What follows belongs to an exercise in optimizing a design on an open flow for small area; a production flow would make more cautious choices.
In this exercise RTL edits were held to simulation tests only and were not proved equivalent to the original.
No activity file was given, so power comes from the tool's default toggle rates.

[run.sh]
#!/bin/bash
# synth_recipe.tcl (not shown) runs the flow's synth.tcl, then flattens the netlist and writes it again
# the make line also repeats each setting of config.mk as NAME=value (left out here)
make -C /OpenROAD-flow-scripts/flow DESIGN_CONFIG=/design/flow/config.mk WORK_HOME=/design/flow/orfs CLKGATE_MAP_FILE= SYNTH_SCRIPT=/design/flow/synth_recipe.tcl finish
[constraint.sdc]
create_clock -name core_clock -period 5.0 [get_ports {clk}]
set_input_delay 1.0000 -clock core_clock [delete_from_list [all_inputs] [get_ports {clk}]]
set_output_delay 1.0000 -clock core_clock [all_outputs]
set_load 0.01 [all_outputs]
[config.mk]
export PLATFORM = sky130hd
export DESIGN_NAME = fu_cfg_sequencer
export DESIGN_NICKNAME = fu_cfg_sequencer
export VERILOG_FILES = /design/flow/design.v
export SDC_FILE = /design/flow/constraint.sdc
export NUM_CORES = 4
export LEC_CHECK = 0
export CAP_MARGIN = 20
export CORE_MARGIN = 2
export CORE_UTILIZATION = 40
export SLEW_MARGIN = 20
[design.v]
module fu_cfg_sequencer #(
  parameter int CONFIG_ALL = 64,
  parameter int DEPTH      = 16,
  parameter int REP_W      = 8,
  parameter int LOOP_W     = 8,
  localparam int AW        = $clog2(DEPTH)
) (
  input  logic                  clk,
  input  logic                  rst,
  input  logic                  prog_we,
  input  logic [AW-1:0]         prog_addr,
  input  logic [CONFIG_ALL-1:0] prog_cfg,
  input  logic [REP_W-1:0]      prog_rep,
  input  logic                  start,
  input  logic [AW:0]           num_instr,
  input  logic [LOOP_W-1:0]     loop_cnt,
  input  logic                  stall,
  input  logic                  abort,
  output logic [CONFIG_ALL-1:0] config_o,
  output logic                  config_valid_o,
  output logic [AW-1:0]         pc_o,
  output logic                  busy_o,
  output logic                  done_o
);
  localparam int W = CONFIG_ALL + REP_W;
  logic [W-1:0]     mem [DEPTH];
  logic [DEPTH-1:0] valid_q;
  logic             run_q, fin_q;
  logic [AW-1:0]    pc_q;
  logic [AW-1:0]    num_q;      
  logic [REP_W-1:0] cnt_q;      
  logic [LOOP_W-1:0] loops_q;
  logic             idle;
  logic             num_ok;
  logic             go;
  logic             adv;
  logic [AW-1:0]    pc_inc;
  logic [W-1:0]     rd;
  logic [REP_W-1:0] rep_cur;
  logic             rep_done, is_last, loop_done;
  assign idle   = !run_q && !fin_q;
  assign num_ok = (num_instr != '0) && (num_instr <= (AW+1)'(DEPTH));
  assign go     = idle && start && !prog_we && num_ok;
  assign pc_inc = pc_q + 1'b1;
  always_ff @(posedge clk) begin
    if (idle && prog_we) mem[prog_addr] <= {prog_rep, prog_cfg};
  end
  always_ff @(posedge clk or posedge rst) begin
    if (rst) valid_q <= '0;
    else if (idle && prog_we) valid_q[prog_addr] <= 1'b1;
  end
  always_comb begin
    rd = '0;
    for (int i = 0; i < DEPTH; i++)
      if (pc_q == AW'(i) && valid_q[i]) rd = rd | mem[i];
  end
  assign rep_cur   = rd[W-1:CONFIG_ALL];
  assign rep_done  = (cnt_q == rep_cur);
  assign is_last   = (pc_inc == num_q);
  assign loop_done = (loops_q == '0);
  assign adv       = run_q && !abort && !stall;
  always_ff @(posedge clk or posedge rst) begin
    if (rst) begin
      run_q <= 1'b0;
      fin_q <= 1'b0;
    end else begin
      fin_q <= adv && rep_done && is_last && loop_done;
      if (go)
        run_q <= 1'b1;
      else if (run_q && (abort || (!stall && rep_done && is_last && loop_done)))
        run_q <= 1'b0;
    end
  end
  always_ff @(posedge clk) begin
    if (go) begin
      pc_q    <= '0;
      cnt_q   <= '0;
      num_q   <= num_instr[AW-1:0];
      loops_q <= loop_cnt;
    end else if (adv) begin
      if (!rep_done) begin
        cnt_q <= cnt_q + 1'b1;
      end else begin
        cnt_q <= '0;
        if (!is_last) begin
          pc_q <= pc_inc;
        end else if (!loop_done) begin
          pc_q    <= '0;
          loops_q <= loops_q - 1'b1;
        end
      end
    end
  end
  assign config_o       = rd[CONFIG_ALL-1:0];
  assign pc_o           = pc_q;
  assign config_valid_o = run_q && !stall;
  assign busy_o         = run_q || fin_q;
  assign done_o         = fin_q;
endmodule
==> metrics.sh, run 1 <==
LARGEST_AREA_CONTRIBUTOR_IN_THE_NETLIST='sky130_fd_sc_hd__edfxtp_1'
INTERNAL_PWR_TOTAL_mW=17.5
ROUTE.DETAILED.DRC=0
CRITICAL_PATH.CELL_CHAIN='inv_1, ha_1, and4b_4, buf_4, a22o_1, a221oi_1, nand4_1, clkdlybuf4s50_1'
NETS=2506
HOLD_VIOL_FINAL=0
DESIGN.PORTCOUNT=166
ROOT_BUF_CELL='sky130_fd_sc_hd__clkbuf_16'
GRT_ANTENNA_BEFORE_REPAIR=19
CRITPATHKIND='reg -> out'
YOSYS_WARNINGS=1
DP_HPWL_MM=59.9
DIEAREA_UM2=110000
VIA_COUNT_OF_THE_FIRST_GLOBAL_ROUTING_PASS=23700
FIN_WORST_HOLD_SLACK_PS=481
OUTCOME='finished clean'
CRITICAL_PATH.MAX_STAGE_DELAY_PS=910
MIN_PATH_TYPE='reg -> reg'
CRITICAL_PATH.SLOWEST_CELL='sky130_fd_sc_hd__and4b_4'
REG2REG_START='pc_q[0]'
P_CLK_FRAC=0.414
WORSTHOLDSTART='valid_q[13]'
SYNTH.DISTINCT_CELLS=42
CTS_TREE='built'
YS_SEQ_ELEMENTS=1194
SYNTHESIS.NETS=2275
LAYOUT.CELL_AREA.NON_FILLER_UM2=51300
ENDPOINT_KIND='primary output'
FINAL.SETUP_SKEW_PS=20.7
WL_MM=120
ROUTE.DETAILED.VIAS_PER_INST=6.10
DIE_Y_UM=332
CORE_AREA_UM2=107000
MAX_CAP_VIOLATIONS=0
SYNTH_AREA_LEADERS='sky130_fd_sc_hd__edfxtp_1, sky130_fd_sc_hd__a22o_1, sky130_fd_sc_hd__a221oi_1, sky130_fd_sc_hd__nand4_1, sky130_fd_sc_hd__dfrtp_1'
CLK-INSERTION-DELAY-LATE_PS=710
FILLER_CELL_COUNT_IN_THE_FINAL_LAYOUT=8629
PINS_OVER_SLEW_LIMIT=0
SYNTH_EDF_COUNT=1164
POST_SYNTH_INSTANCE_AREA_UM2=43000
IR_WORST_VDD_mV=0.281
WORST-PATH-BUF-INV=3
CP.DEPTH=8
NUMBER_OF_ROWS_CREATED_AT_FLOORPLAN=120
CLOCK_TREE.HTREE_LEVEL_COUNT=3
TIMING.FMAX_MHz=207
WORSTSETUPSTARTPOINTTYPE='register'
YOSYS.AREA.TOP_TYPE_SHARE=0.813
SEQPWRFRAC=0.503
DRT_ITER0_DRC=2816
PLACEMENT.IO_BUFFERS=165
AREA_DELTA_SYNTH_FINAL_PCT=19.2
MULTI_INPUT_AREA_UM2=7040
COMMONEST_REGISTER_CELL_AFTER_SYNTHESIS='sky130_fd_sc_hd__edfxtp_1'
GRT_REMAINING_OVERFLOW=0
SYNTHARSTFLOPSHARE=0.0151
FLOORPLAN.INITIALDENSITY=0.402
SETUP_TNS_PS=0
TIMING.FINAL.SETUP_VIOLATIONS=0
FINAL_STANDARD_CELL_COUNT_WITH_TAPS_INCLUDED_AND_FILLERS_EXCLUDED=3898
POST_SYNTH_INST_COUNT=2169
WORST_EP_REQUIRED_TIME_PS=4000
POWER_PER_CELL_AREA_nW_PER_UM2=435
CLK_PIN_SLEW_WORST_PATHS_PS=60
SHARE_COMB_OF_TOTAL_POWER=0.083
AVERAGE_CELL_AREA_AFTER_SYNTHESIS_UM2=19.8
TRITONCTS.NUM_BUFFERS=115
WORST_SLEW_MARGIN_REL=0.354
LEAKAGE_nW=16.1
GP_CONGESTION=0.795
CTS_HOLD_BUFFERS=0
ENDPOINT_OF_THE_WORST_REGISTER_TO_REGISTER_PATH='loops_q[4]'
POST_DRT_WL_PER_CELL_UM=30.8
TIGHTESTPINTRANSITION_PS=970
CTS.REPAIR.RESIZED=0
ANT_NETS=0
CLOCK-SINKS=1194
WORSTREGTOREGCELLS=13
PERIOD_MINUS_SLACK_PS=4830
CLOCKBUFFERDEPTH=3
FINAL.PERIOD_UTILIZATION=0.966
NETSWITCHINGFRACTION=0.217
RSZ0062_AT_GRT='no'
POWER.SWITCHING_mW=4.83
GRT_PASS1_WL_MM=172
VIAS=23800
POSTCTSSETUPREPAIRBUFS=0
TIMING.REG2REG.SETUP_SLACK_PS=930
WORSTPATHARRIVAL_PS=3830
WORSTSETUPENDPOINT='config_o[27]'
SYNTH_SEQ_AREA_SHARE=0.829
DIE_W_UM=332
PLACED_CELLS=3685
PIN_COUNT_OF_THE_BIGGEST_NET_ENTERING_GLOBAL_ROUTING=73
FINAL-SEQ-AREA_UM2=35600
STARTPOINT='pc_q[0]'
CELL_AREA_REPORTED_AFTER_DETAILED_PLACEMENT_UM2=47200
FINAL_LAYOUT_SIZE_SUFFIX_GT1_FRAC=0.119
GLOBAL_ROUTE.USAGE.TOTAL=0.215
WORST_PATH_DOMINANT_CELL_FAMILY='buffers and inverters'
TOTALPOWERFINAL_mW=22.3
FIRST_PASS_ITERATION_COUNT_OF_THE_DETAILED_ROUTER=7
PEAK_FANOUT_ALONG_THE_CRITICAL_PATH=38
## flip-flops by register name (all words and copies together), names as in the netlist
signal   cells
cnt_q        8
fin_q        1
loops_q      8
mem       1152
num_q        4
pc_q         4
run_q        1
valid_q     16
## cells by family after synthesis
family / count (synthesis) / synth area share
simple gates: 176 / 0.0251
fa+ha+maj: 11 / 0.00320
xor+xnor: 31 / 0.00631
compound gates: 611 / 0.124
buf+inv: 146 / 0.0133
flops: 1194 / 0.829
## worst min-delay path by stage
stage	to	cells past startpoint
after global placement	valid_q[15]	1
final	valid_q[13]	1
after CTS	valid_q[9]	1
after detailed placement	valid_q[12]	1
after global routing	valid_q[13]	1
after floorplan	valid_q[1]	1
## through the flow
stage	util	setup slack, ps
final	0.480	171
after global routing	0.480	1.36
after CTS	0.479	83.4
after detailed placement	0.442	846
after floorplan	-	-72.8
after global placement	0.442	893
## layout by cell type, fill, tap and decap left out, types with 5 or more instances in the layout
| cell | synthesis | final |
|---|---|---|
| sky130_fd_sc_hd__clkinv_2 | 0 | 18 |
| sky130_fd_sc_hd__and2_1 | 9 | 9 |
| sky130_fd_sc_hd__edfxtp_1 | 1164 | 1164 |
| sky130_fd_sc_hd__bufinv_16 | 0 | 24 |
| sky130_fd_sc_hd__inv_1 | 11 | 11 |
| sky130_fd_sc_hd__clkbuf_16 | 0 | 116 |
| sky130_fd_sc_hd__xnor2_1 | 13 | 13 |
| sky130_fd_sc_hd__clkdlybuf4s50_1 | 0 | 165 |
| sky130_fd_sc_hd__clkbuf_1 | 75 | 19 |
| sky130_fd_sc_hd__inv_6 | 0 | 5 |
| sky130_fd_sc_hd__a22o_1 | 288 | 288 |
| sky130_fd_sc_hd__dfxtp_1 | 12 | 12 |
| sky130_fd_sc_hd__ha_1 | 11 | 11 |
| sky130_fd_sc_hd__xor2_1 | 18 | 18 |
| sky130_fd_sc_hd__nor2_4 | 0 | 12 |
| sky130_fd_sc_hd__a221oi_1 | 284 | 284 |
| sky130_fd_sc_hd__dfrtp_1 | 18 | 18 |
| sky130_fd_sc_hd__clkinv_1 | 0 | 20 |
| sky130_fd_sc_hd__nor3_1 | 9 | 5 |
| sky130_fd_sc_hd__buf_12 | 0 | 37 |
| sky130_fd_sc_hd__nand2_1 | 13 | 13 |
| sky130_fd_sc_hd__buf_4 | 0 | 46 |
| sky130_fd_sc_hd__and4b_4 | 0 | 8 |
| sky130_fd_sc_hd__a21oi_1 | 9 | 9 |
| sky130_fd_sc_hd__nand4_1 | 76 | 76 |
| sky130_fd_sc_hd__nor2_1 | 31 | 19 |
| sky130_fd_sc_hd__a21o_1 | 11 | 11 |
## power groups by stage
stage	Clock [mW]	Combinational (mW)	Sequential (mW)
floorplan	0	0.746	11.4
global route	9.72	1.97	11.2
detailed placement	0	1.86	11.4
finish	9.23	1.85	11.2
CTS	9.32	1.87	11.2
global placement	0	1.84	11.4
## cell type report
cell class	instances	share of cell area
clock buffers	139	0.0591
well taps	1403	0.0342
flip-flops and latches	1194	0.695
multi-input cells	829	0.137
repair buffers	249	0.0539
clock inverters	72	0.0193
inverters	11	0.000805
diodes	1	0.0000488
## per-layer routing
layer  share of wire  up-vias  wire, µm  track usage
met1            0.42    12500     50100        0.300
li1                -     9866         -            -
met4           0.019       34      2250       0.0554
met3           0.091      189     10900       0.0483
met5          0.0018        -       213            0
met2            0.47     1154     56500        0.342
## cell usage after synthesis, types with 2 or more instances
library cell,count
sky130_fd_sc_hd__a21o_1,11
sky130_fd_sc_hd__a21oi_1,9
sky130_fd_sc_hd__a221oi_1,284
sky130_fd_sc_hd__a221oi_2,4
sky130_fd_sc_hd__a22o_1,288
sky130_fd_sc_hd__a31o_2,2
sky130_fd_sc_hd__a32o_1,2
sky130_fd_sc_hd__and2_1,9
sky130_fd_sc_hd__and4_1,5
sky130_fd_sc_hd__and4b_1,9
sky130_fd_sc_hd__buf_1,47
sky130_fd_sc_hd__buf_2,12
sky130_fd_sc_hd__clkbuf_1,75
sky130_fd_sc_hd__dfrtp_1,18
sky130_fd_sc_hd__dfxtp_1,12
sky130_fd_sc_hd__edfxtp_1,1164
sky130_fd_sc_hd__ha_1,11
sky130_fd_sc_hd__inv_1,11
sky130_fd_sc_hd__nand2_1,13
sky130_fd_sc_hd__nand2b_1,3
sky130_fd_sc_hd__nand3_1,4
sky130_fd_sc_hd__nand4_1,76
sky130_fd_sc_hd__nor2_1,31
sky130_fd_sc_hd__nor2b_1,3
sky130_fd_sc_hd__nor3_1,9
sky130_fd_sc_hd__nor4_1,3
sky130_fd_sc_hd__nor4_4,2
sky130_fd_sc_hd__nor4bb_1,4
sky130_fd_sc_hd__o21bai_1,4
sky130_fd_sc_hd__o2bb2ai_1,3
sky130_fd_sc_hd__xnor2_1,13
sky130_fd_sc_hd__xor2_1,18
==> inputs of run 2 (changes only) <==
==> flow/run.sh (new file) <==
#!/bin/bash
# Layout flow: the standard flow (standard synthesis, floorplan, power grid,
# placement, CTS, routing) with one change: the buffers that the standard flow
# puts on every input and output port are the small sky130_fd_sc_hd__buf_1
# instead of the default clkdlybuf4s50_1 that buffer_ports picks.
# The whole make run's output goes to flow_make.log in this folder.
set -uo pipefail
bash standard.sh "BUFFER_PORTS_ARGS=-buffer_cell sky130_fd_sc_hd__buf_1" finish > flow_make.log 2>&1
rc=$?
tail -n 40 flow_make.log
exit $rc
==> standard.sh (new file) <==
#!/bin/bash
# synth_recipe.tcl (not shown) runs the flow's synth.tcl, then flattens the netlist and writes it again
# the make line also repeats each setting of config.mk as NAME=value (left out here)
make -C /OpenROAD-flow-scripts/flow DESIGN_CONFIG=/design/flow/config.mk WORK_HOME=/design/flow/orfs CLKGATE_MAP_FILE= SYNTH_SCRIPT=/design/flow/synth_recipe.tcl "${@:-finish}"
--- a/config.mk
+++ b/config.mk
@@ -8,4 +8,6 @@
 export CAP_MARGIN = 20
 export CORE_MARGIN = 2
 export CORE_UTILIZATION = 40
+export CTS_CLUSTER_DIAMETER = 100
+export CTS_CLUSTER_SIZE = 25
 export SLEW_MARGIN = 20
removed: run.sh
==> metrics.sh, run 2 <==
OUTCOME='finished clean'
DIE_W_UM=332
PINS_OVER_SLEW_LIMIT=0
PEAK_FANOUT_ALONG_THE_CRITICAL_PATH=34
FINAL.SETUP_SKEW_PS=20.6
COMMONEST_REGISTER_CELL_AFTER_SYNTHESIS='sky130_fd_sc_hd__edfxtp_1'
SYNTH_EDF_COUNT=1164
REG_TOP3='mem x1152, valid_q x16'
CRITPATHKIND='reg -> out'
ENDPOINT_KIND='primary output'
POST_SYNTH_INST_COUNT=2169
POWER_PER_CELL_AREA_nW_PER_UM2=371
REG2REG_START='pc_q[2]'
TIMING.FMAX_MHz=214
CRITICAL_PATH.SLOWEST_CELL='sky130_fd_sc_hd__dfxtp_1'
MAX_CAP_VIOLATIONS=0
GRT_REMAINING_OVERFLOW=0
CTS_HOLD_BUFFERS=0
CRITICAL_PATH.MAX_STAGE_DELAY_PS=1000
AREA_DELTA_SYNTH_FINAL_PCT=10.1
SYNTH_AREA_LEADERS='sky130_fd_sc_hd__edfxtp_1, sky130_fd_sc_hd__a22o_1, sky130_fd_sc_hd__a221oi_1, sky130_fd_sc_hd__nand4_1, sky130_fd_sc_hd__dfrtp_1'
FINAL_UTIL=0.443
TIMING.FINAL.SETUP_VIOLATIONS=0
YOSYSMOSTFREQUENTCELL='sky130_fd_sc_hd__edfxtp_1'
YS_SEQ_ELEMENTS=1194
GRT_ANTENNA_BEFORE_REPAIR=21
FINALWORSTSETUPSLACK_PS=319
PLACEMENT.SETUP.WORST_SLACK_PS=999
SYNTHARSTFLOPSHARE=0.0151
LEAKAGE_nW=14.3
CLOCK-SINKS=1194
HOLD_VIOL_FINAL=0
MAX_FLOP_REGISTER='mem'
PLACEMENT.IO_BUFFERS=165
AVERAGE_CELL_AREA_AFTER_SYNTHESIS_UM2=19.8
WORSTSETUPSTARTPOINTTYPE='register'
POST_SYNTH_INSTANCE_AREA_UM2=43000
DIEAREA_UM2=110000
YOSYS.AREA.TOP_TYPE_SHARE=0.813
PIN_COUNT_OF_THE_BIGGEST_NET_ENTERING_GLOBAL_ROUTING=73
VIAS=23200
MIN_PATH_TYPE='in -> async'
CLK-INSERTION-DELAY-LATE_PS=680
LARGEST_AREA_CONTRIBUTOR_IN_THE_NETLIST='sky130_fd_sc_hd__edfxtp_1'
ANT_NETS=0
COMMONEST_NON_FILL_NON_TAP_CELL_IN_THE_LAYOUT='sky130_fd_sc_hd__edfxtp_1'
WORSTPATHARRIVAL_PS=3680
CELL_AREA_REPORTED_AFTER_DETAILED_PLACEMENT_UM2=45900
PLACED_CELLS=3675
POST_DRT_WL_PER_CELL_UM=31.1
ENDPOINT_OF_THE_WORST_REGISTER_TO_REGISTER_PATH='loops_q[6]'
DIE_Y_UM=332
DP_HPWL_MM=59.0
SYNTHESIS.NETS=2275
GLOBAL_ROUTE.USAGE.TOTAL=0.207
WORST_PATH_DOMINANT_CELL_FAMILY='flip-flops'
PERIOD_MINUS_SLACK_PS=4680
POSTCTSSETUPREPAIRBUFS=0
RSZ0062_AT_GRT='no'
NUMBER_OF_ROWS_CREATED_AT_FLOORPLAN=120
CTS.REPAIR.RESIZED=0
WORST_SLEW_MARGIN_REL=0.317
TIGHTESTPINTRANSITION_PS=1020
ROUTE.DETAILED.DRC=0
CLOCK_TREE.HTREE_LEVEL_COUNT=2
WORST-PATH-BUF-INV=2
ROOT_BUF_CELL='sky130_fd_sc_hd__clkbuf_16'
TRITONCTS.NUM_BUFFERS=53
SYNTH.DISTINCT_CELLS=42
LAYOUT.CELL_AREA.NON_FILLER_UM2=47400
CORE_AREA_UM2=107000
VIA_COUNT_OF_THE_FIRST_GLOBAL_ROUTING_PASS=22500
FINAL_STANDARD_CELL_COUNT_WITH_TAPS_INCLUDED_AND_FILLERS_EXCLUDED=3744
FINAL_CELL_MIX='sky130_fd_sc_hd__edfxtp_1, sky130_fd_sc_hd__a22o_1, sky130_fd_sc_hd__a221oi_1'
CLK_PIN_SLEW_WORST_PATHS_PS=100
GRT_PASS1_WL_MM=165
IR_WORST_VDD_mV=0.261
TOTALPOWERFINAL_mW=17.6
YOSYS_WARNINGS=1
DESIGN.PORTCOUNT=166
SETUP_TNS_PS=0
CTS_TREE='built'
WORST_EP_REQUIRED_TIME_PS=4000
LEADING_CELL_TYPES_BY_COUNT_AFTER_SYNTHESIS='sky130_fd_sc_hd__edfxtp_1, sky130_fd_sc_hd__a22o_1, sky130_fd_sc_hd__a221oi_1'
NETS=2433
FIRST_PASS_ITERATION_COUNT_OF_THE_DETAILED_ROUTER=7
GP_CONGESTION=0.788
SYNTH_SEQ_AREA_SHARE=0.829
LARGEST_REGISTER_FFS=1152
DRT_ITER0_DRC=3072
CLOCKBUFFERDEPTH=3
CRITICAL_PATH.CELL_CHAIN='and4b_4, buf_4, a22o_1, a221oi_1, nand4_1, buf_1'
FINAL_LAYOUT_SIZE_SUFFIX_GT1_FRAC=0.0735
WL_MM=116
WORSTREGTOREGCELLS=9
ROUTE.DETAILED.VIAS_PER_INST=6.20
FIN_WORST_HOLD_SLACK_PS=457
FINAL.PERIOD_UTILIZATION=0.936
TIMING.REG2REG.SETUP_SLACK_PS=1000
FLOORPLAN.INITIALDENSITY=0.402
==> run 2: cell counts after synthesis <==
Identical to the previous run, type by type.
==> run 2: kinds of logic (layout without fill, tap and decap cells) <==
kind of cell    Yosys count  after routing  share of synthesized area
flops                  1194           1194                      0.829
compound gates          611            611                      0.124
fa+ha+maj                11             11                    0.00320
buf+inv                 146            316                     0.0133
simple gates            176            176                     0.0251
other cells               0              2                          0
xor+xnor                 31             31                    0.00631
==> run 2: final cells by class <==
class	count	area, µm²
Clock buffer	63	1370
Inverter	11	41.3
Timing Repair Buffer	238	1470
Fill cell	9110	59500
Multi-Input combinational cell	829	7040
Tap cell	1403	1760
Clock inverter	4	46.3
Antenna cell	2	5.00
Sequential cell	1194	35600
==> run 2: power breakdown <==
part,switching (mW),total [mW],internal (mW)
clock network,2.89,4.84,1.96
registers,0.0663,11.2,11.1
logic,1.05,1.52,0.468
total,4.01,17.6,13.6
==> run 2: how the worst max path moves through the flow <==
| stage | from | end | slack (ps) | cells after the start |
|---|---|---|---|---|
| 2_1_floorplan | prog_addr[3] | mem[14][0] | -70 | 3 |
| 3_3_place_gp | pc_q[2] | config_o[28] | 1090 | 6 |
| 3_5_place_dp | pc_q[2] | loops_q[4] | 1000 | 9 |
| 4_1_cts | pc_q[2] | config_o[28] | 290 | 6 |
| 5_1_grt | pc_q[2] | config_o[8] | 190 | 6 |
| 6_report | pc_q[2] | config_o[8] | 320 | 6 |
==> run 2: metal layers <==
layer / up-vias / part of all wire / global-route usage
li1: 9624 / - / -
met1: 12300 / 0.42 / 0.294
met2: 1105 / 0.48 / 0.336
met3: 167 / 0.085 / 0.0347
met4: 32 / 0.019 / 0.0444
met5: - / 0.0018 / 0
==> inputs of run 3 (changes only) <==
--- a/design.v
+++ b/design.v
@@ -49,10 +49,21 @@
     if (rst) valid_q <= '0;
     else if (idle && prog_we) valid_q[prog_addr] <= 1'b1;
   end
-  always_comb begin
-    rd = '0;
-    for (int i = 0; i < DEPTH; i++)
-      if (pc_q == AW'(i) && valid_q[i]) rd = rd | mem[i];
+  logic [DEPTH-1:0] sel;
+  always_comb
+    for (int i = 0; i < DEPTH; i++) sel[i] = (pc_q == AW'(i)) && valid_q[i];
+  for (genvar b = 0; b < W; b++) begin : g_rd
+    logic [5:0] grp_n;
+    for (genvar g = 0; g < 5; g++) begin : g_grp
+      fu_cfg_sequencer_ao222n u_ao (
+        .s0(sel[3*g]),   .d0(mem[3*g][b]),
+        .s1(sel[3*g+1]), .d1(mem[3*g+1][b]),
+        .s2(sel[3*g+2]), .d2(mem[3*g+2][b]),
+        .y_n(grp_n[g])
+      );
+    end
+    assign grp_n[5] = !(sel[15] && mem[15][b]);
+    assign rd[b] = !(&grp_n);
   end
   assign rep_cur   = rd[W-1:CONFIG_ALL];
   assign rep_done  = (cnt_q == rep_cur);
@@ -97,3 +108,9 @@
   assign busy_o         = run_q || fin_q;
   assign done_o         = fin_q;
 endmodule
+module fu_cfg_sequencer_ao222n (
+  input  logic s0, d0, s1, d1, s2, d2,
+  output logic y_n
+);
+  assign y_n = !((s0 && d0) || (s1 && d1) || (s2 && d2));
+endmodule
--- a/config.mk
+++ b/config.mk
@@ -11,3 +11,4 @@
 export CTS_CLUSTER_DIAMETER = 100
 export CTS_CLUSTER_SIZE = 25
 export SLEW_MARGIN = 20
+export SYNTH_HIERARCHICAL = 1
==> metrics.sh, run 3 <==
TOP_LAYER='met5'
PERIOD_MINUS_SLACK_PS=4590
YS_SEQ_ELEMENTS=1194
YOSYS.AREA.TOP_TYPE_SHARE=0.836
GRT_PASS1_WL_MM=150
NUMBER_OF_ROWS_CREATED_AT_FLOORPLAN=118
FINAL.PERIOD_UTILIZATION=0.919
TIGHTESTPINTRANSITION_PS=1100
ROUTED-WL-MET2_MM=51.1
FINAL.SETUP_SKEW_PS=14.4
RSZ0062_AT_GRT='no'
WL_MET1_MM=41.3
FINAL_LAYOUT_SIZE_SUFFIX_GT1_FRAC=0.0710
LAYOUT.CELL_AREA.NON_FILLER_UM2=46300
SYNTH.DISTINCT_CELLS=44
TIMING.FINAL.SETUP_VIOLATIONS=0
PLACED_CELLS=3556
OUTCOME='finished clean'
FIRST_PASS_ITERATION_COUNT_OF_THE_DETAILED_ROUTER=8
POSTCTSSETUPREPAIRBUFS=0
WL_MET3_MM=9.10
PINS_OVER_SLEW_LIMIT=0
GRT_ANTENNA_BEFORE_REPAIR=4
ROOT_BUF_CELL='sky130_fd_sc_hd__clkbuf_16'
PIN_COUNT_OF_THE_BIGGEST_NET_ENTERING_GLOBAL_ROUTING=74
CLK_PIN_SLEW_WORST_PATHS_PS=90
WORST_SLEW_MARGIN_REL=0.265
DP_HPWL_MM=55.5
FINAL_STANDARD_CELL_COUNT_WITH_TAPS_INCLUDED_AND_FILLERS_EXCLUDED=3619
YOSYS_WARNINGS=7
DESIGN.PORTCOUNT=166
NETS=2338
DIE_Y_UM=327
FINAL_UTIL=0.447
ENDPOINT_KIND='primary output'
TRITONCTS.NUM_BUFFERS=54
SYNTH_AREA_LEADERS='sky130_fd_sc_hd__edfxtp_1, sky130_fd_sc_hd__a222oi_1, sky130_fd_sc_hd__and3_1, sky130_fd_sc_hd__dfrtp_1, sky130_fd_sc_hd__nand4_1'
WORSTPATHARRIVAL_PS=3590
FIN_WORST_HOLD_SLACK_PS=425
CRITPATHKIND='reg -> out'
DIEAREA_UM2=107000
FINAL_CELL_MIX='sky130_fd_sc_hd__edfxtp_1, sky130_fd_sc_hd__a222oi_1, sky130_fd_sc_hd__buf_1'
MAX_CAP_VIOLATIONS=0
DRT_ITER0_DRC=3533
PLACEMENT.IO_BUFFERS=165
CLK-INSERTION-DELAY-LATE_PS=650
SYNTHESIS.NETS=2081
CLOCKBUFFERDEPTH=3
AVERAGE_CELL_AREA_AFTER_SYNTHESIS_UM2=21.2
CORE_AREA_UM2=104000
CTS_TREE='built'
WORSTSETUPSTARTPOINTTYPE='register'
POST_DRT_WL_PER_CELL_UM=28.4
LARGEST_REGISTER_FFS=1152
DIE_W_UM=327
HOLD_VIOL_FINAL=0
LEAKAGE_nW=13.7
REG_TOP3='mem x1152, valid_q x16'
SYNTHARSTFLOPSHARE=0.0151
CELL_AREA_REPORTED_AFTER_DETAILED_PLACEMENT_UM2=44900
VIA_COUNT_OF_THE_FIRST_GLOBAL_ROUTING_PASS=22300
ROUTE.DETAILED.DRC=0
COMMONEST_NON_FILL_NON_TAP_CELL_IN_THE_LAYOUT='sky130_fd_sc_hd__edfxtp_1'
ANT_NETS=0
SYNTH_SEQ_AREA_SHARE=0.852
TIMING.FMAX_MHz=218
MIN_PATH_TYPE='in -> async'
ROUTE.DETAILED.VIAS_PER_INST=6.12
POWER_PER_CELL_AREA_nW_PER_UM2=377
MAX_FLOP_REGISTER='mem'
FLOORPLAN.INITIALDENSITY=0.403
COMMONEST_REGISTER_CELL_AFTER_SYNTHESIS='sky130_fd_sc_hd__edfxtp_1'
GRT_REMAINING_OVERFLOW=0
WORSTREGTOREGCELLS=11
WL_MM=103
LARGEST_AREA_CONTRIBUTOR_IN_THE_NETLIST='sky130_fd_sc_hd__edfxtp_1'
LEADING_CELL_TYPES_BY_COUNT_AFTER_SYNTHESIS='sky130_fd_sc_hd__edfxtp_1, sky130_fd_sc_hd__a222oi_1, sky130_fd_sc_hd__nand2_1'
IR_WORST_VDD_mV=0.261
CTS.REPAIR.RESIZED=0
WORST_EP_REQUIRED_TIME_PS=4000
YOSYSMOSTFREQUENTCELL='sky130_fd_sc_hd__edfxtp_1'
PEAK_FANOUT_ALONG_THE_CRITICAL_PATH=54
GLOBAL_ROUTE.USAGE.TOTAL=0.188
POST_SYNTH_INST_COUNT=1975
GP_CONGESTION=0.775
CLOCK-SINKS=1194
CLOCK_TREE.HTREE_LEVEL_COUNT=2
POST_SYNTH_INSTANCE_AREA_UM2=41800
SYNTH_EDF_COUNT=1164
AREA_DELTA_SYNTH_FINAL_PCT=10.8
VIAS=22100
CTS_HOLD_BUFFERS=0
-- run 3: cell count changes in the layout (fill, tap and decap cells not counted), sizes merged, moves of 8 or more --
| cell | before | now |
|---|---|---|
| a22o | 288 | 0 |
| xnor2 | 13 | 21 |
| and3 | 1 | 81 |
| buf | 238 | 214 |
| nand2 | 13 | 87 |
| a221oi | 288 | 0 |
| xor2 | 18 | 7 |
| a222oi | 0 | 360 |
| a211oi | 0 | 8 |
-- run 3: critical path: stages, from the launching register on --
cell                       delay, ps
sky130_fd_sc_hd__dfxtp_1         500
sky130_fd_sc_hd__nor2b_1         350
sky130_fd_sc_hd__and3_4          880
sky130_fd_sc_hd__buf_4           430
sky130_fd_sc_hd__a222oi_1        140
sky130_fd_sc_hd__and3_1          260
sky130_fd_sc_hd__nand4_1         150
sky130_fd_sc_hd__buf_1           190
-- run 3: kinds of logic (layout without fill, tap and decap cells) --
family	count (synthesis)	count (layout)	synth area share
DFF	1194	1194	0.852
AOI/OAI and AO/OA	402	402	0.0941
and+or+nand+nor	315	315	0.0411
xor gates and xnor gates	29	29	0.00640
buffers and inverters	23	286	0.00242
adders and majority gates	11	11	0.00329
muxes	1	1	0.000239
other	0	1	0
-- run 3: cell type report --
class / count / area, µm²
flip-flops and latches: 1194 / 35600
inverters: 10 / 37.5
well taps: 1380 / 1730
repair buffers: 214 / 1190
clock inverters: 5 / 38.8
diodes: 1 / 2.50
fillers: 8743 / 57300
multi-input cells: 758 / 6280
clock buffers: 57 / 1430
-- run 3: stage by stage --
step | setup TNS (ps) | power [mW] | worst slack, ps
6_report | 0 | 17.5 | 407
5_1_grt | 0 | 18.1 | 282
4_1_cts | 0 | 17.6 | 412
3_5_place_dp | 0 | 12.9 | 1030
3_3_place_gp | 0 | 12.8 | 1150
2_1_floorplan | -42130 | 12.1 | -71.8
-- run 3: final timing paths --
| check | startpoint | end | slack (ps) |
|---|---|---|---|
| max | pc_q[3] | config_o[50] | 410 |
| max reg2reg | pc_q[0] | loops_q[0] | 980 |
| min | rst | valid_q[0] | 420 |
| max in group asynchronous | rst | valid_q[10] | 4120 |
| min reg2reg | valid_q[4] | valid_q[4] | 490 |
| min in group core_clock | valid_q[4] | valid_q[4] | 490 |
-- run 3: modules after synthesis, one instance, submodules excluded --
| module | flops+latches | times used | cells inside | cell area (µm²) |
|---|---|---|---|---|
| fu_cfg_sequencer_ao222n | 0 | 360 | 1 | 10.0 |
| fu_cfg_sequencer | 1194 | 1 | 1615 | 38200 |
-- run 3: per-layer routing --
metal | vias up | global-route usage
li1 | 9422 | -
met1 | 11600 | 0.253
met2 | 1006 | 0.327
met3 | 87 | 0.0331
met4 | 6 | 0.0313
met5 | - | 0
-- run 3: where the power goes --
group	internal [mW]	switching, mW	total, mW
Combinational	0.407	1.01	1.42
Clock	2.04	2.83	4.87
Sequential	11.1	0.0704	11.2
Total	13.6	3.91	17.5
==> inputs of run 4 (changes only) <==
--- a/config.mk
+++ b/config.mk
@@ -7,8 +7,9 @@
 export LEC_CHECK = 0
 export CAP_MARGIN = 20
 export CORE_MARGIN = 2
-export CORE_UTILIZATION = 40
-export CTS_CLUSTER_DIAMETER = 100
-export CTS_CLUSTER_SIZE = 25
+export CORE_UTILIZATION = 70
+export CTS_CLUSTER_DIAMETER = 80
+export CTS_CLUSTER_SIZE = 30
+export PLACE_DENSITY = 0.85
 export SLEW_MARGIN = 20
 export SYNTH_HIERARCHICAL = 1
==> metrics.sh, run 4 <==
OUTCOME='finished clean'
YS_SEQ_ELEMENTS=1194
USE_MET3=0.0765
VIA_COUNT_OF_THE_FIRST_GLOBAL_ROUTING_PASS=23600
NETSWITCHINGFRACTION=0.223
GRT.MET2_USAGE=0.505
COMMONEST_REGISTER_CELL_AFTER_SYNTHESIS='sky130_fd_sc_hd__edfxtp_1'
POWER_PER_CELL_AREA_nW_PER_UM2=377
POWER.SWITCHING_mW=3.81
YOSYS.AREA.TOP_TYPE_SHARE=0.836
P_CLK_FRAC=0.261
MIN_PATH_TYPE='in -> async'
CORE_AREA_UM2=59000
CRITPATHKIND='reg -> out'
REG_TOP3='mem x1152, valid_q x16'
NETS=2321
GRT_BUSIEST_LAYER='met2'
TIGHTESTPINTRANSITION_PS=1230
CLOCKBUFFERDEPTH=3
SETUP_TNS_PS=0
CTS.REPAIR.RESIZED=0
GP_CONGESTION=0.797
POST_SYNTH_INSTANCE_AREA_UM2=41800
WORSTSETUPSTARTPOINTTYPE='register'
DIE_Y_UM=248
SYNTH_EDF_COUNT=1164
CLOCK_TREE.HTREE_LEVEL_COUNT=2
GRT_PASS1_WL_MM=146
SYNTHARSTFLOPSHARE=0.0151
ENDPOINT_KIND='primary output'
WORSTPATHARRIVAL_PS=3650
WL_MM=99.8
FLOORPLAN.INITIALDENSITY=0.708
YOSYSMOSTFREQUENTCELL='sky130_fd_sc_hd__edfxtp_1'
POSTCTSSETUPREPAIRBUFS=0
LEADING_CELL_TYPES_BY_COUNT_AFTER_SYNTHESIS='sky130_fd_sc_hd__edfxtp_1, sky130_fd_sc_hd__a222oi_1, sky130_fd_sc_hd__nand2_1'
ROOT_BUF_CELL='sky130_fd_sc_hd__clkbuf_16'
POST_SYNTH_INST_COUNT=1975
TRITONCTS.NUM_BUFFERS=46
FIRST_PASS_ITERATION_COUNT_OF_THE_DETAILED_ROUTER=9
FINAL_LAYOUT_SIZE_SUFFIX_GT1_FRAC=0.0629
SYNTHESIS.NETS=2081
NUMBER_OF_ROWS_CREATED_AT_FLOORPLAN=89
INTERNAL_PWR_TOTAL_mW=13.2
RSZ0062_AT_GRT='no'
DIEAREA_UM2=61700
POST_DRT_WL_PER_CELL_UM=33.3
ROUTE.DETAILED.DRC=0
CTS_TREE='built'
FINAL.SETUP_SKEW_PS=17.8
SYNTH.DISTINCT_CELLS=44
CLK-INSERTION-DELAY-LATE_PS=640
YOSYS_WARNINGS=7
SEQPWRFRAC=0.657
GRT_REMAINING_OVERFLOW=0
GRT_ANTENNA_BEFORE_REPAIR=4
PINS_OVER_SLEW_LIMIT=0
GLOBAL_ROUTE.USAGE.TOTAL=0.317
DP_HPWL_MM=49.7
IR_WORST_VDD_mV=0.331
AREA_DELTA_SYNTH_FINAL_PCT=8.22
PERIOD_MINUS_SLACK_PS=4650
MAX_CAP_VIOLATIONS=0
SHARE_COMB_OF_TOTAL_POWER=0.082
WORST_SLEW_MARGIN_REL=0.178
PIN_COUNT_OF_THE_BIGGEST_NET_ENTERING_GLOBAL_ROUTING=73
LEAKAGE_nW=13.5
WORST_EP_REQUIRED_TIME_PS=4000
ANT_NETS=0
MAX_FLOP_REGISTER='mem'
FINAL.PERIOD_UTILIZATION=0.931
COMMONEST_NON_FILL_NON_TAP_CELL_IN_THE_LAYOUT='sky130_fd_sc_hd__edfxtp_1'
DESIGN.PORTCOUNT=166
LARGEST_AREA_CONTRIBUTOR_IN_THE_NETLIST='sky130_fd_sc_hd__edfxtp_1'
CTS_HOLD_BUFFERS=0
GRT.MET1_USAGE=0.428
FINAL_STANDARD_CELL_COUNT_WITH_TAPS_INCLUDED_AND_FILLERS_EXCLUDED=3000
TIMING.FINAL.SETUP_VIOLATIONS=0
DIE_W_UM=248
PLACEMENT.IO_BUFFERS=165
HOLD_VIOL_FINAL=0
LARGEST_REGISTER_FFS=1152
CLOCK-SINKS=1194
SYNTH_SEQ_AREA_SHARE=0.852
ROUTE.DETAILED.VIAS_PER_INST=7.82
SYNTH_AREA_LEADERS='sky130_fd_sc_hd__edfxtp_1, sky130_fd_sc_hd__a222oi_1, sky130_fd_sc_hd__and3_1, sky130_fd_sc_hd__dfrtp_1, sky130_fd_sc_hd__nand4_1'
CLK_PIN_SLEW_WORST_PATHS_PS=110
DRT_ITER0_DRC=5337
FINAL_CELL_MIX='sky130_fd_sc_hd__edfxtp_1, sky130_fd_sc_hd__a222oi_1, sky130_fd_sc_hd__buf_1'
PEAK_FANOUT_ALONG_THE_CRITICAL_PATH=58
TIMING.FMAX_MHz=215
PLACED_CELLS=2938
AVERAGE_CELL_AREA_AFTER_SYNTHESIS_UM2=21.2
VIAS=23500
## run 4: logic make-up (layout without fill, tap and decap cells)
family,Yosys count,count (layout),synth area share
muxes,1,1,0.000239
AOI/OAI and AO/OA,402,402,0.0941
other,0,3,0
DFF,1194,1194,0.852
adders and majority gates,11,11,0.00329
and+or+nand+nor,315,315,0.0411
buffers and inverters,23,272,0.00242
xor gates and xnor gates,29,29,0.00640
## run 4: worst paths after layout
path	from	to	slack, ps	cells past startpoint
hold reg to reg	valid_q[11]	valid_q[11]	470	1
setup reg to reg	pc_q[3]	loops_q[0]	950	10
max in group asynchronous	rst	valid_q[12]	4140	2
setup / recovery	pc_q[3]	config_o[62]	350	7
hold / removal	rst	run_q	440	2
min in group core_clock	valid_q[11]	valid_q[11]	470	1
## run 4: layer usage
metal,part of all wire,up-vias
met3,0.15,268
met2,0.49,2264
met4,0.037,4
met5,0.00027,-
met1,0.33,11500
li1,-,9382
## run 4: cell type report
class	instances	area (µm²)
Fill cell	2979	13800
Clock buffer	51	1170
Multi-Input combinational cell	758	6280
Sequential cell	1194	35600
Timing Repair Buffer	205	1080
Tap cell	773	967
Inverter	10	37.5
Clock inverter	6	62.6
Antenna cell	3	7.51
## run 4: power groups by stage
stage               clock (mW)  sequential [mW]  combinational (mW)
floorplan                    0             11.4               0.710
global placement             0             11.4                1.31
detailed placement           0             11.4                1.36
CTS                       4.44             11.2                1.39
global route              4.74             11.2                1.48
finish                    4.45             11.2                1.40
## run 4: critical path, stage by stage, from the launching register on
cell                       delay [ps]
sky130_fd_sc_hd__dfxtp_1          510
sky130_fd_sc_hd__nor2b_1          360
sky130_fd_sc_hd__and3_4           890
sky130_fd_sc_hd__buf_4            430
sky130_fd_sc_hd__a222oi_1         150
sky130_fd_sc_hd__and3_1           270
sky130_fd_sc_hd__nand4_1          170
sky130_fd_sc_hd__buf_1            180
## run 4: through the flow
stage	area (µm²)	hold slack, ps	setup WS, ps	utilization	power (mW)
finish	45300	436	347	0.767	17.1
global route	45200	484	252	0.767	17.5
CTS	45200	443	450	0.766	17.0
detailed placement	44000	452	1040	0.745	12.8
global placement	44000	446	1150	0.745	12.7
floorplan	41800	420	-71.8	-	12.1
## run 4: modules after synthesis (local to each module, per instance)
module                   area (µm²)  cells inside
fu_cfg_sequencer_ao222n        10.0             1
fu_cfg_sequencer              38200          1615
==> inputs of run 5 (changes only) <==
--- a/design.v
+++ b/design.v
@@ -42,12 +42,28 @@
   assign num_ok = (num_instr != '0) && (num_instr <= (AW+1)'(DEPTH));
   assign go     = idle && start && !prog_we && num_ok;
   assign pc_inc = pc_q + 1'b1;
+  logic [W-1:0]     wdata;
+  logic [DEPTH-1:0] we, we_n;
+  logic [W-1:0]     mem_d [DEPTH];
+  assign wdata = {prog_rep, prog_cfg};
+  always_comb
+    for (int i = 0; i < DEPTH; i++) begin
+      we[i]   = idle && prog_we && (prog_addr == AW'(i));
+      we_n[i] = !we[i];
+    end
+  for (genvar i = 0; i < DEPTH; i++) begin : g_ent
+    for (genvar b = 0; b < W; b++) begin : g_bit
+      fu_cfg_sequencer_hold u_hold (
+        .we(we[i]), .we_n(we_n[i]), .d(wdata[b]), .q(mem[i][b]), .y(mem_d[i][b])
+      );
+    end
+  end
   always_ff @(posedge clk) begin
-    if (idle && prog_we) mem[prog_addr] <= {prog_rep, prog_cfg};
+    for (int i = 0; i < DEPTH; i++) mem[i] <= mem_d[i];
   end
   always_ff @(posedge clk or posedge rst) begin
     if (rst) valid_q <= '0;
-    else if (idle && prog_we) valid_q[prog_addr] <= 1'b1;
+    else valid_q <= valid_q | we;
   end
   logic [DEPTH-1:0] sel;
   always_comb
@@ -114,3 +130,9 @@
 );
   assign y_n = !((s0 && d0) || (s1 && d1) || (s2 && d2));
 endmodule
+module fu_cfg_sequencer_hold (
+  input  logic we, we_n, d, q,
+  output logic y
+);
+  assign y = (we && d) || (we_n && q);
+endmodule
==> metrics.sh, run 5 <==
DESIGN.PORTCOUNT=166
POST_SYNTH_INSTANCE_AREA_UM2=40300
PLACEMENT.IO_BUFFERS=165
HOLD_VIOL_FINAL=0
DP_HPWL_MM=69.8
LARGEST_AREA_CONTRIBUTOR_IN_THE_NETLIST='sky130_fd_sc_hd__dfxtp_1'
WL_MM=131
POST_SYNTH_INST_COUNT=3124
ROUTE.DETAILED.DRC=0
CTS_TREE='built'
REG_TOP3='mem x1152, valid_q x16'
CLOCK_TREE.HTREE_LEVEL_COUNT=2
FINAL.SETUP_SKEW_PS=34.5
COMMONEST_REGISTER_CELL_AFTER_SYNTHESIS='sky130_fd_sc_hd__dfxtp_1'
WORSTREGTOREGCELLS=10
MAX_FLOP_REGISTER='mem'
FIN_WORST_HOLD_SLACK_PS=407
ENDPOINT_KIND='primary output'
PLACED_CELLS=4095
TIMING.REG2REG.SETUP_SLACK_PS=780
CLOCKBUFFERDEPTH=3
SHARE_COMB_OF_TOTAL_POWER=0.171
CLK-INSERTION-DELAY-LATE_PS=660
TIGHTESTPINTRANSITION_PS=1290
SYNTHESIS.NETS=3225
SYNTH_SEQ_AREA_SHARE=0.599
CRITPATHKIND='reg -> out'
RSZ0062_AT_GRT='no'
POSTCTSSETUPREPAIRBUFS=0
WORST_EP_REQUIRED_TIME_PS=4000
MAX_CAP_VIOLATIONS=0
FINAL_LAYOUT_SIZE_SUFFIX_GT1_FRAC=0.0539
VIA_COUNT_OF_THE_FIRST_GLOBAL_ROUTING_PASS=34600
WORST_SLEW_MARGIN_REL=0.140
ANT_NETS=0
CP.DEPTH=8
YOSYS.AREA.TOP_TYPE_SHARE=0.579
SYNTH.DISTINCT_CELLS=45
FLOORPLAN.INITIALDENSITY=0.711
ROUTE.DETAILED.VIAS_PER_INST=8.27
CLK_PIN_SLEW_WORST_PATHS_PS=120
CRITICAL_PATH.MAX_STAGE_DELAY_PS=890
YOSYS_WARNINGS=10
WORST_PATH_DOMINANT_CELL_FAMILY='simple AND/OR/NAND/NOR gates'
LARGEST_REGISTER_FFS=1152
PEAK_FANOUT_ALONG_THE_CRITICAL_PATH=45
PINS_OVER_SLEW_LIMIT=0
GLOBAL_ROUTE.USAGE.TOTAL=0.424
SYNTHARSTFLOPSHARE=0.0151
CTS.REPAIR.RESIZED=0
TIMING.FMAX_MHz=214
FINAL_CELL_MIX='sky130_fd_sc_hd__dfxtp_1, sky130_fd_sc_hd__a22o_1, sky130_fd_sc_hd__a222oi_1'
CRITICAL_PATH.SLOWEST_CELL='sky130_fd_sc_hd__and4b_4'
POST_DRT_WL_PER_CELL_UM=31.6
SETUP_TNS_PS=0
AREA_DELTA_SYNTH_FINAL_PCT=9.31
DRT_ITER0_DRC=7015
NUMBER_OF_ROWS_CREATED_AT_FLOORPLAN=87
INTERNAL_PWR_TOTAL_mW=15.5
ROOT_BUF_CELL='sky130_fd_sc_hd__clkbuf_16'
CTS_HOLD_BUFFERS=0
REG2REG_START='pc_q[3]'
CRITICAL_PATH.CELL_CHAIN='inv_1, ha_1, and4b_4, buf_4, a222oi_1, and3_1, nand4_1, buf_1'
COMMONEST_NON_FILL_NON_TAP_CELL_IN_THE_LAYOUT='sky130_fd_sc_hd__dfxtp_1'
SYNTH_EDF_COUNT=12
DIE_Y_UM=244
PIN_COUNT_OF_THE_BIGGEST_NET_ENTERING_GLOBAL_ROUTING=74
TIMING.FINAL.SETUP_VIOLATIONS=0
FINAL_STANDARD_CELL_COUNT_WITH_TAPS_INCLUDED_AND_FILLERS_EXCLUDED=4156
P_CLK_FRAC=0.218
POWER.SWITCHING_mW=5.98
SEQPWRFRAC=0.612
MIN_PATH_TYPE='in -> async'
DIEAREA_UM2=59500
SYNTH_AREA_LEADERS='sky130_fd_sc_hd__dfxtp_1, sky130_fd_sc_hd__a22o_1, sky130_fd_sc_hd__a222oi_1, sky130_fd_sc_hd__and3_1, sky130_fd_sc_hd__dfrtp_1'
LEAKAGE_nW=18.3
LEADING_CELL_TYPES_BY_COUNT_AFTER_SYNTHESIS='sky130_fd_sc_hd__dfxtp_1, sky130_fd_sc_hd__a22o_1, sky130_fd_sc_hd__a222oi_1'
YOSYSMOSTFREQUENTCELL='sky130_fd_sc_hd__dfxtp_1'
GRT_PASS1_WL_MM=201
FIRST_PASS_ITERATION_COUNT_OF_THE_DETAILED_ROUTER=10
AVERAGE_CELL_AREA_AFTER_SYNTHESIS_UM2=12.9
CORE_AREA_UM2=56600
WORSTPATHARRIVAL_PS=3680
DIE_W_UM=244
FINAL_UTIL=0.778
GRT_REMAINING_OVERFLOW=0
CLOCK-SINKS=1194
NETSWITCHINGFRACTION=0.278
FINAL.PERIOD_UTILIZATION=0.936
NETS=3492
IR_WORST_VDD_mV=0.414
PERIOD_MINUS_SLACK_PS=4680
GP_CONGESTION=0.838
YS_SEQ_ELEMENTS=1194
POWER_PER_CELL_AREA_nW_PER_UM2=488
ENDPOINT_OF_THE_WORST_REGISTER_TO_REGISTER_PATH='loops_q[7]'
WORST-PATH-BUF-INV=3
TRITONCTS.NUM_BUFFERS=46
GRT_ANTENNA_BEFORE_REPAIR=2
OUTCOME='finished clean'
VIAS=34400
WORSTSETUPSTARTPOINTTYPE='register'
## run 5: cell types whose count changed after synthesis, moves of 6 or more
cell                       before   now
sky130_fd_sc_hd__a22o_1         0  1152
sky130_fd_sc_hd__dfxtp_1       12  1164
sky130_fd_sc_hd__edfxtp_1    1164    12
sky130_fd_sc_hd__nor2_1        31    15
sky130_fd_sc_hd__inv_1         10    24
sky130_fd_sc_hd__a31o_2         9     0
sky130_fd_sc_hd__or2_2          0     8
sky130_fd_sc_hd__a21o_1         7     0
sky130_fd_sc_hd__nand2_1       87    94
sky130_fd_sc_hd__and3_1        81    75
sky130_fd_sc_hd__nand2b_1       3     9
## run 5: stage by stage
step | worst slack, ps | instance area (µm²) | total power [mW]
2_1_floorplan | 298 | 40300 | 15.4
3_3_place_gp | 1100 | 42600 | 16.5
3_5_place_dp | 1020 | 42600 | 16.8
4_1_cts | 513 | 43900 | 21.3
5_1_grt | 284 | 44000 | 22.2
6_report | 322 | 44000 | 21.5
## run 5: layout make-up
class / instances / area, µm²
multi-input cells: 1894 / 16200
inverters: 24 / 104
clock buffers: 52 / 1250
diodes: 2 / 5.00
fillers: 3584 / 12600
flip-flops and latches: 1194 / 24100
well taps: 756 / 946
repair buffers: 231 / 1340
clock inverters: 3 / 41.3
## run 5: power by group through the flow
stage / logic (mW) / clock network [mW] / registers [mW]
2_1_floorplan: 2.54 / 0 / 12.9
4_1_cts: 3.60 / 4.64 / 13.1
5_1_grt: 3.91 / 4.97 / 13.3
6_report: 3.67 / 4.68 / 13.1
3_3_place_gp: 3.37 / 0 / 13.1
3_5_place_dp: 3.57 / 0 / 13.2
## run 5: how the worst max path moves through the flow
stage,from,end,slack (ps)
global route,pc_q[3],config_o[22],280
finish,pc_q[0],config_o[35],320
global placement,pc_q[3],loops_q[0],1100
floorplan,pc_q[0],loops_q[0],300
detailed placement,pc_q[3],loops_q[2],1020
CTS,pc_q[0],config_o[35],510
## run 5: cells by family (layout without fill, tap and decap cells)
logic type | Yosys count | in the layout | share of synthesized area
compound gates | 1537 | 1537 | 0.345
xor+xnor | 27 | 27 | 0.00621
fa+ha+maj | 6 | 6 | 0.00186
buf+inv | 36 | 310 | 0.00354
flops | 1194 | 1194 | 0.599
mux | 1 | 1 | 0.000249
other cells | 0 | 2 | 0
simple gates | 323 | 323 | 0.0446
## run 5: per-layer routing
layer	share of wire	up-vias	wire (µm)	GRT usage
met5	0	-	0	0
met4	0.048	0	6330	0.209
met3	0.14	537	18200	0.0864
met2	0.45	2964	59100	0.665
met1	0.36	16800	47600	0.563
li1	-	14000	-	-
## run 5: modules after synthesis (local to each module, per instance)
module / cell area, µm² / cells inside / copies in the design
fu_cfg_sequencer: 26600 / 1612 / 1
fu_cfg_sequencer_ao222n: 10.0 / 1 / 360
fu_cfg_sequencer_hold: 8.76 / 1 / 1152
==> inputs of run 6 (changes only) <==
--- a/config.mk
+++ b/config.mk
@@ -8,8 +8,8 @@
 export CAP_MARGIN = 20
 export CORE_MARGIN = 2
 export CORE_UTILIZATION = 70
-export CTS_CLUSTER_DIAMETER = 80
-export CTS_CLUSTER_SIZE = 30
+export CTS_CLUSTER_DIAMETER = 100
+export CTS_CLUSTER_SIZE = 26
 export PLACE_DENSITY = 0.85
 export SLEW_MARGIN = 20
 export SYNTH_HIERARCHICAL = 1
==> metrics.sh, run 6 <==
OUTCOME='finished clean'
YOSYS.AREA.TOP_TYPE_SHARE=0.579
CTS.REPAIR.RESIZED=0
LEAKAGE_nW=18.3
AREA_DELTA_SYNTH_FINAL_PCT=9.20
SYNTH_EDF_COUNT=12
GRT_REMAINING_OVERFLOW=0
ROUTE.DETAILED.DRC=0
CLOCK-SINKS=1194
YS_SEQ_ELEMENTS=1194
SETUP_TNS_PS=0
CRITICAL_PATH.MAX_STAGE_DELAY_PS=880
PLACEMENT.IO_BUFFERS=165
FIRST_PASS_ITERATION_COUNT_OF_THE_DETAILED_ROUTER=11
FINAL_LAYOUT_SIZE_SUFFIX_GT1_FRAC=0.0530
STARTPOINT='pc_q[0]'
TIMING.FINAL.SETUP_VIOLATIONS=0
NUMBER_OF_ROWS_CREATED_AT_FLOORPLAN=87
GLOBAL_ROUTE.USAGE.TOTAL=0.427
MIN_PATH_TYPE='in -> async'
PEAK_FANOUT_ALONG_THE_CRITICAL_PATH=45
DP_HPWL_MM=69.8
PINS_OVER_SLEW_LIMIT=0
FINALWORSTSETUPSLACK_PS=342
REG_TOP3='mem x1152, valid_q x16'
DESIGN.PORTCOUNT=166
GP_CONGESTION=0.838
FILLER_CELL_COUNT_IN_THE_FINAL_LAYOUT=3593
DIE_Y_UM=244
CLK_PIN_SLEW_WORST_PATHS_PS=100
WORST_EP_REQUIRED_TIME_PS=4000
PERIOD_MINUS_SLACK_PS=4660
IR_WORST_VDD_mV=0.346
PARITY_GATE_SHARE_OF_THE_SYNTHESIZED_AREA_COUNTING_XOR_AND_XNOR_CELLS=0.00621
LEADING_CELL_TYPES_BY_COUNT_AFTER_SYNTHESIS='sky130_fd_sc_hd__dfxtp_1, sky130_fd_sc_hd__a22o_1, sky130_fd_sc_hd__a222oi_1'
NETS=3494
SYNTH_TOP_FAMILY_BY_AREA='compound AO/OA/AOI/OAI gates'
WORSTSETUPSTARTPOINTTYPE='register'
COMMONEST_REGISTER_CELL_AFTER_SYNTHESIS='sky130_fd_sc_hd__dfxtp_1'
MAX_CAP_VIOLATIONS=0
SYNTH.DISTINCT_CELLS=45
WORST_SLEW_MARGIN_REL=0.144
CLK-INSERTION-DELAY-LATE_PS=650
ROUTE.DETAILED.VIAS_PER_INST=8.31
WL_MM=132
WORSTREGTOREGCELLS=10
DIEAREA_UM2=59500
POST_DRT_WL_PER_CELL_UM=31.8
GRT_ANTENNA_BEFORE_REPAIR=2
SYNTHESIS.NETS=3225
SHARE_OF_SYNTHESIZED_CELL_AREA_IN_FULL_ADDER_HALF_ADDER_AND_MAJORITY_CELLS=0.00186
ANT_NETS=0
CLOCK_TREE.HTREE_LEVEL_COUNT=2
SYNTH.MUX.AREA_FRACTION=0.000249
ENDPOINT_OF_THE_WORST_REGISTER_TO_REGISTER_PATH='loops_q[2]'
TIGHTESTPINTRANSITION_PS=1280
CTS_TREE='built'
YOSYS_WARNINGS=10
LARGEST_AREA_CONTRIBUTOR_IN_THE_NETLIST='sky130_fd_sc_hd__dfxtp_1'
FINAL.PERIOD_UTILIZATION=0.932
SYNTH-SIMPLE-AREA-SHARE=0.0446
CTS_HOLD_BUFFERS=0
FINAL.SETUP_SKEW_PS=8.84
CRITPATHKIND='reg -> out'
WORSTSETUPENDPOINT='config_o[35]'
WORSTPATHARRIVAL_PS=3660
LARGEST_REGISTER_FFS=1152
AVERAGE_CELL_AREA_AFTER_SYNTHESIS_UM2=12.9
SYNTHARSTFLOPSHARE=0.0151
REG2REG_START='pc_q[3]'
PLACEMENT.SETUP.WORST_SLACK_PS=1020
SYNTH_COMPOUND_AREA_FRAC=0.345
TIMING.REG2REG.SETUP_SLACK_PS=790
POST_SYNTH_INST_COUNT=3124
VIAS=34500
POST_SYNTH_INSTANCE_AREA_UM2=40300
PIN_COUNT_OF_THE_BIGGEST_NET_ENTERING_GLOBAL_ROUTING=74
FINAL_CELL_MIX='sky130_fd_sc_hd__dfxtp_1, sky130_fd_sc_hd__a22o_1, sky130_fd_sc_hd__a222oi_1'
VIA_COUNT_OF_THE_FIRST_GLOBAL_ROUTING_PASS=34700
RSZ0062_AT_GRT='no'
ENDPOINT_KIND='primary output'
MAX_FLOP_REGISTER='mem'
CLOCKBUFFERDEPTH=3
FLOORPLAN.INITIALDENSITY=0.711
GRT_PASS1_WL_MM=202
CRITICAL_PATH.CELL_CHAIN='inv_1, ha_1, and4b_4, buf_4, a222oi_1, and3_1, nand4_1, buf_1'
TRITONCTS.NUM_BUFFERS=51
SYNTH_AREA_LEADERS='sky130_fd_sc_hd__dfxtp_1, sky130_fd_sc_hd__a22o_1, sky130_fd_sc_hd__a222oi_1, sky130_fd_sc_hd__and3_1, sky130_fd_sc_hd__dfrtp_1'
POWER_PER_CELL_AREA_nW_PER_UM2=491
CRITICAL_PATH.SLOWEST_CELL='sky130_fd_sc_hd__and4b_4'
DRT_ITER0_DRC=6571
TIMING.FMAX_MHz=215
ROOT_BUF_CELL='sky130_fd_sc_hd__clkbuf_16'
SYNTH_SEQ_AREA_SHARE=0.599
CORE_AREA_UM2=56600
DIE_W_UM=244
COMMONEST_NON_FILL_NON_TAP_CELL_IN_THE_LAYOUT='sky130_fd_sc_hd__dfxtp_1'
POSTCTSSETUPREPAIRBUFS=0
HOLD_VIOL_FINAL=0
YOSYSMOSTFREQUENTCELL='sky130_fd_sc_hd__dfxtp_1'
-- run 6: cell counts after synthesis --
Identical to the previous run, type by type.
-- run 6: layout make-up --
class	instances	area, µm²	share of cell area
Clock buffer	54	1300	0.0295
Antenna cell	3	7.51	0.000171
Sequential cell	1194	24100	0.548
Tap cell	756	946	0.0215
Timing Repair Buffer	228	1270	0.0288
Multi-Input combinational cell	1894	16200	0.369
Inverter	24	104	0.00236
Clock inverter	1	8.76	0.000199
-- run 6: through the flow --
stage / power, mW / area (µm²) / utilization / instances / hold slack, ps
global route: 22.3 / 44000 / 0.777 / 4152 / 482
CTS: 21.4 / 43900 / 0.776 / 4150 / 448
detailed placement: 16.8 / 42600 / 0.753 / 4095 / 451
floorplan: 15.4 / 40300 / - / 3124 / 426
global placement: 16.5 / 42600 / 0.753 / 4095 / 450
finish: 21.6 / 44000 / 0.777 / 4154 / 423
-- run 6: logic make-up (layout without fill, tap and decap cells) --
kind of cell               Yosys count  count (layout)
buffers and inverters               36             307
AOI/OAI and AO/OA                 1537            1537
and+or+nand+nor                    323             323
DFF                               1194            1194
adders and majority gates            6               6
other                                0               3
muxes                                1               1
xor gates and xnor gates            27              27
-- run 6: modules after synthesis (local to each module, per instance) --
module / flip-flops and latches / cell area, µm² / cells / copies in the design
fu_cfg_sequencer_hold: 0 / 8.76 / 1 / 1152
fu_cfg_sequencer_ao222n: 0 / 10.0 / 1 / 360
fu_cfg_sequencer: 1194 / 26600 / 1612 / 1
-- run 6: critical path, delay by kind of cell (launching register included) --
| family | cells | cell delay [ps] |
|---|---|---|
| AOI/OAI and AO/OA | 1 | 180 |
| adders and majority gates | 1 | 250 |
| buffers and inverters | 3 | 850 |
| DFF | 1 | 400 |
| and+or+nand+nor | 3 | 1290 |
-- run 6: metal layers --
layer  GRT usage  wire [µm]  vias up
met2       0.671      59800     3055
met5           0          0        -
li1            -          -    14000
met4       0.201       5730        0
met1       0.564      48400    16900
met3      0.0934      18300      490
-- run 6: worst min path at each step --
stage	endpoint	cells past startpoint
floorplan	valid_q[0]	1
global placement	mem[12][42]	1
detailed placement	mem[6][69]	1
CTS	valid_q[14]	2
global route	valid_q[14]	2
finish	valid_q[12]	2
-- run 6: report_power, final --
group / switching, mW / leakage (nW) / internal, mW
combinational: 1.78 / 7.62 / 1.89
sequential: 1.35 / 10.0 / 11.8
clock: 2.87 / 0.643 / 1.86

-- separate check: timing with driven ports --
How much do the figures lean on ideal ports? The routed layouts below were timed once more, with nothing changed but the port constraints. Step 1 sets driving cells, clkbuf_16 on the clock port and buf_2 on the other inputs (assumed; they add their load-dependent delay and slew). Step 2, shift: input delay + t, output delay - t, t = (earliest + latest rising clock arrival at the registers) / 2. This alone moves slack from input paths to output paths. Slacks: ideal / step 1 / step 2; pairs: ideal / step 1.
run	t, ns	slack for setup (ns)	hold WS [ns]	worst setup path at the end	clock arrival spread, ns
run 1	0.764	0.171 / 0.101 / 0.865	0.481 / 0.481 / 0.481	register to output	0.023 / 0.023
run 2	0.726	0.319 / 0.251 / 0.977	0.457 / 0.415 / 0.477	register to output	0.040 / 0.040
run 3	0.718	0.407 / 0.334 / 0.977	0.425 / 0.380 / 0.486	register to register	0.023 / 0.024
run 4	0.689	0.347 / 0.287 / 0.949	0.436 / 0.396 / 0.471	register to register	0.023 / 0.023
run 5	0.710	0.322 / 0.258 / 0.784	0.407 / 0.365 / 0.481	register to register	0.035 / 0.035
run 6	0.714	0.342 / 0.274 / 0.790	0.423 / 0.377 / 0.476	register to register	0.012 / 0.011
After both steps setup and hold are still met in every run listed.
